What follows belongs to an exercise in optimizing a design on an open flow for small area, a short achievable clock period and few clock cycles per item; a production flow would make more cautious choices. The RTL was checked by simulation tests, not by an equivalence proof against the original design. Power figures rest on the tool's default switching activity, not on a simulated workload.

==> flow/design.v <==
module muldiv_div_core (
    input  logic [36:0] x,
    input  logic [36:0] y,
    input  logic        inv,
    input  logic        cin,
    output logic [36:0] s
);
    assign s = x + (y ^ {37{inv}}) + {36'd0, cin};
endmodule
module muldiv_unit (
    input  logic        clk,
    input  logic        rst,
    input  logic        start,
    input  logic [2:0]  op,
    input  logic [31:0] a,
    input  logic [31:0] b,
    input  logic        flush,
    output logic        busy,
    output logic        done,
    output logic        div_by_zero,
    output logic [31:0] hi,
    output logic [31:0] lo
);
    localparam logic [2:0] OP_MULT  = 3'd0;
    localparam logic [2:0] OP_MULTU = 3'd1;
    localparam logic [2:0] OP_DIV   = 3'd2;
    localparam logic [2:0] OP_DIVU  = 3'd3;
    localparam logic [2:0] OP_MTHI  = 3'd4;
    localparam logic [2:0] OP_MTLO  = 3'd5;
    logic st_nega;    
    logic st_dtest;   
    logic st_dstep;   
    logic st_mul;     
    logic st_mfin;    
    logic st_negq;    
    logic st_negr;    
    logic [5:0]  n;           
    logic [32:0] R;           
    logic [31:0] Q;           
    logic [32:0] D;           
    logic        prev;        
    logic        multu_top;   
    logic        neg_q, neg_r, b_zero;
    logic sgn, accept;
    assign sgn    = (op == OP_MULT) || (op == OP_DIV);
    assign accept = !busy && start && !flush;
    logic [36:0] m37, p0, p1, r37, csa_s, csa_c;
    logic        one0, two0, neg0, one1, two1, neg1;
    assign m37  = {{4{D[32]}}, D};
    assign r37  = {{4{R[32]}}, R};
    function automatic logic [5:0] bdec(input logic [3:0] q, input logic pb);
        bdec = {q[0] ^ pb,
                (q[1] & ~q[0] & ~pb) | (~q[1] & q[0] & pb),
                q[1],
                q[2] ^ q[1],
                (q[3] & ~q[2] & ~q[1]) | (~q[3] & q[2] & q[1]),
                q[3]};
    endfunction
    logic [5:0] bd, bd_nx;
    assign {one0, two0, neg0, one1, two1, neg1} = bd;
    assign p0   = (one0 ? m37 : two0 ? {m37[35:0], 1'b0} : 37'd0) ^ {37{neg0}};
    assign p1   = (one1 ? {m37[34:0], 2'b00} : two1 ? {m37[33:0], 3'b000} : 37'd0) ^ {37{neg1}};
    assign csa_s = r37 ^ p0 ^ p1;
    assign csa_c = {(r37[35:0] & p0[35:0]) | (r37[35:0] & p1[35:0]) | (p0[35:0] & p1[35:0]), neg0};
    logic [36:0] ax, ay, s;
    logic        ainv, acin;
    logic [36:0] dx;
    assign dx   = {{4{D[32]}}, D};
    assign ax   = st_dstep ? {4'b0000, R[31:0], Q[31]} :
                  st_dtest ? {5'b00000, R[23:0], Q[31:24]} :
                  st_mul   ? csa_s :
                  st_mfin  ? r37 : 37'd0;
    assign ay   = (st_dstep | st_dtest | st_mfin) ? dx :
                  st_mul  ? csa_c :
                  st_negr ? {5'b00000, R[31:0]} :
                            {5'b00000, Q};
    assign ainv = (st_dstep | st_dtest) ? ~D[32] :
                  (st_mul | st_mfin) ? 1'b0 : 1'b1;
    assign acin = (st_dstep | st_dtest) ? ~D[32] :
                  st_mul  ? neg1 :
                  st_mfin ? 1'b0 : 1'b1;
    muldiv_div_core u_add (.x(ax), .y(ay), .inv(ainv), .cin(acin), .s(s));
    logic ge;         
    logic tpass;      
    logic [32:0] cx;
    logic [34:0] cmp;
    assign cx    = st_dstep ? {R[31:0], Q[31]} : {9'd0, R[23:0], Q[31:24]};
    assign cmp   = {2'b00, cx} + ({{2{D[32]}}, D} ^ {35{~D[32]}}) + {34'd0, ~D[32]};
    assign ge    = ~cmp[34];
    assign tpass = cmp[34];
    logic [3:0] zb;
    logic       mskip;
    assign zb[0] = (Q[7:0]   == {8{prev}});
    assign zb[1] = (Q[15:8]  == {8{prev}});
    assign zb[2] = (Q[23:16] == {8{prev}});
    assign zb[3] = (Q[31:24] == {8{prev}});
    assign mskip = !multu_top && (
                   n[5]           ? (&zb) :
                   (n[4] & n[3])  ? (&zb[2:0]) :
                   n[4]           ? (&zb[1:0]) :
                   n[3]           ? zb[0] : 1'b0) && (n[2:0] == 3'd0);
    assign bd_nx = !busy ? bdec(a[3:0], 1'b0) :
                   mskip ? bdec(Q[11:8], prev) : bdec(Q[7:4], Q[3]);
    logic [32:0] R_nx;
    logic [31:0] Q_nx;
    assign R_nx = !busy   ? 33'd0 :
                  st_dtest ? (tpass ? {9'd0, R[23:0]} << 8 | {25'd0, Q[31:24]} : R) :
                  st_dstep ? {1'b0, ge ? s[31:0] : {R[30:0], Q[31]}} :
                  st_mul   ? (mskip ? {{8{R[32]}}, R[32:8]} : s[36:4]) :
                  (st_mfin | st_negr) ? {1'b0, s[31:0]} : R;
    assign Q_nx = !busy   ? a :
                  st_dtest ? (tpass ? {Q[23:0], 8'd0} : Q) :
                  st_dstep ? {Q[30:0], ge} :
                  st_mul   ? (mskip ? {R[7:0], Q[31:8]} : {s[3:0], Q[31:4]}) :
                  (st_nega | st_negq) ? s[31:0] : Q;
    logic dlast, mlast, fixq, fixr, fin;
    assign fixq  = neg_q & !b_zero;
    assign fixr  = neg_r;
    assign dlast = (st_dtest & tpass & (n == 6'd8)) | (st_dstep & (n == 6'd1));
    assign mlast = st_mul & (mskip ? (n == 6'd8) : (n == 6'd4));
    assign fin   = (dlast & !fixq & !fixr) | (mlast & !multu_top) |
                   (st_negq & !fixr) | st_mfin | st_negr;
    logic acc_mul, acc_div;
    assign acc_mul = accept && (op == OP_MULT || op == OP_MULTU);
    assign acc_div = accept && (op == OP_DIV || op == OP_DIVU);
    always_ff @(posedge clk) begin
        R <= R_nx;
        Q <= Q_nx;
        bd <= bd_nx;
        if (!busy) begin
            D         <= {sgn & b[31], b};
            neg_q     <= sgn & (a[31] ^ b[31]);
            neg_r     <= sgn & a[31];
            b_zero    <= (b == 32'd0);
            multu_top <= (op == OP_MULTU) && a[31];
            prev      <= 1'b0;
        end else if (st_mul && !mskip) begin
            prev      <= Q[3];
        end
    end
    always_ff @(posedge clk or negedge rst) begin
        if (!rst) begin
            busy        <= 1'b0;
            st_nega     <= 1'b0;
            st_dtest    <= 1'b0;
            st_dstep    <= 1'b0;
            st_mul      <= 1'b0;
            st_mfin     <= 1'b0;
            st_negq     <= 1'b0;
            st_negr     <= 1'b0;
            n           <= '0;
            done        <= 1'b0;
            div_by_zero <= 1'b0;
            hi          <= '0;
            lo          <= '0;
        end else begin
            done <= 1'b0;
            if (!busy) begin
                n <= 6'd32;
            end else if (st_dstep) begin
                n <= n - 6'd1;
            end else if (st_dtest) begin
                if (tpass) n <= n - 6'd8;
            end else if (st_mul) begin
                n <= n - (mskip ? 6'd8 : 6'd4);
            end
            if (flush || fin) begin
                busy     <= 1'b0;
                st_nega  <= 1'b0;
                st_dtest <= 1'b0;
                st_dstep <= 1'b0;
                st_mul   <= 1'b0;
                st_mfin  <= 1'b0;
                st_negq  <= 1'b0;
                st_negr  <= 1'b0;
            end else if (!busy) begin
                busy     <= acc_mul | acc_div;
                st_mul   <= acc_mul;
                st_nega  <= acc_div & (op == OP_DIV) & a[31];
                st_dtest <= acc_div & !((op == OP_DIV) & a[31]);
            end else begin
                if (st_nega) begin
                    st_nega  <= 1'b0;
                    st_dtest <= 1'b1;
                end
                if (st_dtest && (!tpass || n == 6'd8)) begin
                    st_dtest <= 1'b0;
                    st_dstep <= !tpass;
                    st_negq  <= tpass & fixq;
                    st_negr  <= tpass & !fixq & fixr;
                end
                if (st_dstep && n == 6'd1) begin
                    st_dstep <= 1'b0;
                    st_negq  <= fixq;
                    st_negr  <= !fixq & fixr;
                end
                if (mlast) begin
                    st_mul   <= 1'b0;
                    st_mfin  <= multu_top;
                end
                if (st_negq) begin
                    st_negq  <= 1'b0;
                    st_negr  <= fixr;
                end
            end
            if (accept) begin
                div_by_zero <= 1'b0;
                if (op == OP_MTHI) hi <= a;
                if (op == OP_MTLO) lo <= a;
            end
            if (fin && !flush) begin
                hi          <= R_nx[31:0];
                lo          <= Q_nx;
                done        <= 1'b1;
                div_by_zero <= b_zero & (dlast | st_negr);
            end
        end
    end
endmodule
Settings: LEC_CHECK=0, ABC_AREA=1, CAP_MARGIN=20, CORE_MARGIN=2, CORE_UTILIZATION=45, PLACE_DENSITY=0.5, SLEW_MARGIN=20; clock period 14.5 ns.
standard.sh (not shown) runs the stock make flow with config.mk's settings and CLKGATE_MAP_FILE= SYNTH_SCRIPT=/design/flow/synth_recipe.tcl, a recipe that flattens the netlist after the stock synthesis.
==> flow/flow/run.sh <==
#!/bin/bash
set -euo pipefail
bash standard.sh SETUP_SLACK_MARGIN=10 "BUFFER_PORTS_ARGS=-buffer_cell sky130_fd_sc_hd__buf_1" finish > make_finish.log 2>&1
The baseline completed with no timing, DRC or antenna violations.
Testbench counts at the start, summed over its fixed seeds: cycles 21,976, ops 2,400.
==> next run, changes <==
--- a/flow/design.v
+++ b/flow/design.v
@@ -64,22 +64,21 @@
     assign csa_c = {(r37[35:0] & p0[35:0]) | (r37[35:0] & p1[35:0]) | (p0[35:0] & p1[35:0]), neg0};
     logic [36:0] ax, ay, s;
     logic        ainv, acin;
     logic [36:0] dx;
     assign dx   = {{4{D[32]}}, D};
     assign ax   = st_dstep ? {4'b0000, R[31:0], Q[31]} :
-                  st_dtest ? {5'b00000, R[23:0], Q[31:24]} :
                   st_mul   ? csa_s :
                   st_mfin  ? r37 : 37'd0;
-    assign ay   = (st_dstep | st_dtest | st_mfin) ? dx :
+    assign ay   = (st_dstep | st_mfin) ? dx :
                   st_mul  ? csa_c :
                   st_negr ? {5'b00000, R[31:0]} :
                             {5'b00000, Q};
-    assign ainv = (st_dstep | st_dtest) ? ~D[32] :
+    assign ainv = st_dstep ? ~D[32] :
                   (st_mul | st_mfin) ? 1'b0 : 1'b1;
-    assign acin = (st_dstep | st_dtest) ? ~D[32] :
+    assign acin = st_dstep ? ~D[32] :
                   st_mul  ? neg1 :
                   st_mfin ? 1'b0 : 1'b1;
     muldiv_div_core u_add (.x(ax), .y(ay), .inv(ainv), .cin(acin), .s(s));
     logic ge;         
     logic tpass;      
     logic [32:0] cx;
After rerunning: Design area goes down by about 4.4%; sequential power falls by about 2%; via count is lower by about 2.2%; power decreases by about 10%; final cell count falls by about 0.7%; register-to-register slack improved by 0.12 ns; first-iteration DRC count goes up by about 7%; non-clock buffer count came out lower by 24; sequential cell count is unchanged; critical path depth does not change.
Testbench counts after the change, summed over its fixed seeds: cycles 21,976, ops 2,400.

separate check: timing with driven ports:
Ports are ideal in the flow. The routed layouts listed here were re-timed in OpenROAD. Step 1, drivers: a clkbuf_16 drives clk and a buf_2 each remaining input, both assumed. Step 2, shift: input delay + t, output delay - t, t = (earliest + latest rising clock arrival at the registers) / 2. This alone moves slack from input paths to output paths. Three values: no drivers, after step 1, after step 2; two values: the first two.
run	t (ns)	setup WS [ns]	worst setup path after step 2	clock arrival spread, ns	slew at the worst register clock pin (ns)
the first run	0.560	9.970 / 9.970 / 9.638	input to register	0.021 / 0.021	0.09 / 0.09
the second run	0.573	10.087 / 10.087 / 9.671	input to register	0.029 / 0.029	0.10 / 0.10
After both steps setup and hold are still met in every run listed. The setup slack of the second run, which loses most, moves by 0.000 ns with the drivers and by -0.416 ns with both steps.
